Background: an optimization exercise with open tools, aiming at small area, a short achievable clock period and few clock cycles per item. Do not read the settings as production practice. In this exercise RTL edits were held to simulation tests only and were not proved equivalent to the original.

run 1:
Design triangle_tangent_frame_top, start of the top module:
module triangle_tangent_frame_top (
    input  logic               i_clk,
    input  logic               i_rst_n,
    input  logic               i_in_valid,
    output logic               o_in_stall,
    input  logic [23:0]        i_vertex_id,
    input  logic signed [31:0] i_pos_x,
    input  logic signed [31:0] i_pos_y,
    input  logic signed [31:0] i_pos_z,
    input  logic signed [15:0] i_tex_u,
    input  logic signed [15:0] i_tex_v,
    output logic               o_out_valid,
    input  logic               i_out_stall,
    output logic [23:0]        o_out_vertex_id,
    output logic signed [15:0] o_tangent_x,
    output logic signed [15:0] o_tangent_y,
    output logic signed [15:0] o_tangent_z,
    output logic signed [15:0] o_bitangent_x,
    output logic signed [15:0] o_bitangent_y,
    output logic signed [15:0] o_bitangent_z,
    output logic               o_degenerate,
    output logic               o_last_of_triangle
);
    localparam int MW = ttf_pkg::MAG_W;
    localparam int NW = ttf_pkg::NRM_W;
    logic [2:0] r_t;           
    logic [5:0] r_v;           
    logic       r_par [6];     
    logic       r_sc;          
    logic [1:0] r_cc;          
    logic       r_full;        
    logic       shift;         
    logic en, e1_free, e2_free, acc_ok, accept, acc2, start, deliver, last_dlv;
    assign o_out_valid = r_v[5] && (r_t >= 3'd2) && (r_t <= 3'd4);
    assign en          = !(o_out_valid && i_out_stall);
    assign e1_free     = !r_full && !(r_v[0] && r_t < 3'd6);
    assign e2_free     = !r_full && !(r_v[0] && r_t != 3'd7);
    assign acc_ok      = (r_cc == 2'd0) ? !r_full :
                         (r_cc == 2'd1) ? e1_free : e2_free;
    assign o_in_stall  = !acc_ok;
  ...
make LEC_CHECK=0 ABC_CLOCK_PERIOD_IN_PS=5000 CAP_MARGIN=20 CORE_MARGIN=2 CORE_UTILIZATION=50 CTS_BUF_LIST='sky130_fd_sc_hd__clkbuf_4 sky130_fd_sc_hd__clkbuf_8' SETUP_SLACK_MARGIN=3.5 SLEW_MARGIN=20 finish   # period 10.0 ns
run.sh (not shown) runs the stock make flow with config.mk's settings and CLKGATE_MAP_FILE= SYNTH_SCRIPT=/design/flow/synth_recipe.tcl, a recipe that flattens the netlist after the stock synthesis.
Testbench counts of run 1, summed over its fixed seeds: cycles 2,880, items 320.
Here is what was changed in the inputs of run 2 compared with run 1.
- CTS_BUF_LIST no longer set, was sky130_fd_sc_hd__clkbuf_4 sky130_fd_sc_hd__clkbuf_8
- CORE_UTILIZATION now 65, was 50
Findings:
- Across both runs, routed wirelength normalized by instance count was higher for run 2 than for run 1.
- Summary of the comparison: fraction of standard cell area that is sequential is higher in run 2, relative to run 1.
- Run 2 vs run 1: overall track demand over capacity in global routing up
- Compared with run 1, in run 2 clock latency reported for the late side of the worst-skew pair fell by 230 ps, synthesized instance count held steady.
- Per the comparison of run 2 with run 1, share of cell area taken by multi-input logic gates moved up.
Setup changes, run 2 to run 3
- CTS_BUF_LIST newly set to sky130_fd_sc_hd__clkbuf_8
- CORE_UTILIZATION changed from 65 to 50
Findings:
Across run 3 and run 2, none had a timing, DRC or antenna violation. Going from run 2 to run 3, via count of the first global-routing pass shrinks by 2266. When run 3 is measured against run 2, its maximum frequency turns out 1.1% higher. Diff run 2 -> run 3: count of plain and timing-repair buffers now sits lower.
diff inputs: run 3 => run 4
- removing CTS_BUF_LIST (formerly sky130_fd_sc_hd__clkbuf_8)
--- outcome ---
Run 4 against run 3; count of nets after finishing is down slightly. In the metrics for run 3 and run 4, the one carrying the higher number of clock buffers in the layout is run 3. r_drb[2][7] as the end point of the critical path was reported by run 3, and r_prod1[46] by run 4.

---

Another version of the RTL of triangle_tangent_frame_top (not shown whole).
Size: roughly 280 I/O pins, roughly 220,000 sq um of cells after synthesis.
==> flow/config.mk <==
export PLATFORM = sky130hd
export DESIGN_NAME = triangle_tangent_frame_top
export DESIGN_NICKNAME = triangle_tangent_frame_top
export VERILOG_FILES = /design/flow/design.v
export SDC_FILE = /design/flow/constraint.sdc
export NUM_CORES = 4
export LEC_CHECK = 0
export ABC_CLOCK_PERIOD_IN_PS = 5000
export CAP_MARGIN = 20
export CORE_MARGIN = 2
export CORE_UTILIZATION = 50
export CTS_BUF_LIST = sky130_fd_sc_hd__clkbuf_8
export SETUP_SLACK_MARGIN = 3.5
export SLEW_MARGIN = 20
==> flow/constraint.sdc <==
create_clock -name core_clock -period 10.0 [get_ports {i_clk}]
set_input_delay 2.0000 -clock core_clock [delete_from_list [all_inputs] [get_ports {i_clk}]]
set_output_delay 2.0000 -clock core_clock [all_outputs]
set_load 0.01 [all_outputs]
Testbench counts at the start, summed over its fixed seeds: cycles 2,872, items 320.
Then changed:
--- a/flow/config.mk
+++ b/flow/config.mk
@@ -11,4 +11,4 @@
 export CORE_UTILIZATION = 50
 export CTS_BUF_LIST = sky130_fd_sc_hd__clkbuf_8
-export SETUP_SLACK_MARGIN = 3.5
+export SETUP_SLACK_MARGIN = 2.0
 export SLEW_MARGIN = 20
Result:
- core utilization fell by 3.2 points
- flip-flop and latch count does not change
- area after synthesis stays the same

==> port drivers added, routing unchanged <==
No port has a modelled driver above. Below, the same layouts with a new extraction and two added sets of constraints.
Step 1: set_driving_cell puts a clkbuf_16 on i_clk and a buf_2 on each other input, an assumption about the parent block.
Step 2 adds t to the input delays and takes it off the output delays; t is the mean of the earliest and latest rising clock arrival at the registers after step 1. Input paths then give back, and output paths get back, about the clock's delay inside the block.
Three values: ideal ports, drivers, drivers and shift; two values: the first two.
| run | t (ns) | slack for setup (ns) | worst setup path after step 2 | latest minus earliest clock arrival (ns) | worst register clock-pin slew, ns |
|---|---|---|---|---|---|
| run 1 | 1.319 | 3.006 / 3.006 / 3.006 | register to register | 0.126 / 0.125 | 0.08 / 0.08 |
| run 2 | 1.079 | 2.917 / 2.917 / 2.917 | register to register | 0.097 / 0.097 | 0.07 / 0.07 |
| run 3 | 1.317 | 2.991 / 2.991 / 2.991 | register to register | 0.095 / 0.095 | 0.07 / 0.07 |
| run 4 | 1.083 | 2.965 / 2.965 / 2.965 | register to register | 0.110 / 0.109 | 0.07 / 0.07 |
| the first run of note 2 | 1.318 | 3.209 / 3.209 / 3.013 | input to register | 0.102 / 0.102 | 0.08 / 0.08 |
| the second run of note 2 | 1.313 | 2.350 / 2.350 / 2.350 | register to register | 0.110 / 0.110 | 0.08 / 0.08 |
After both steps every run listed still meets setup and hold. For the first run of note 2, which loses most, drivers alone change the setup slack by 0.000 ns; drivers and shift together by -0.196 ns.
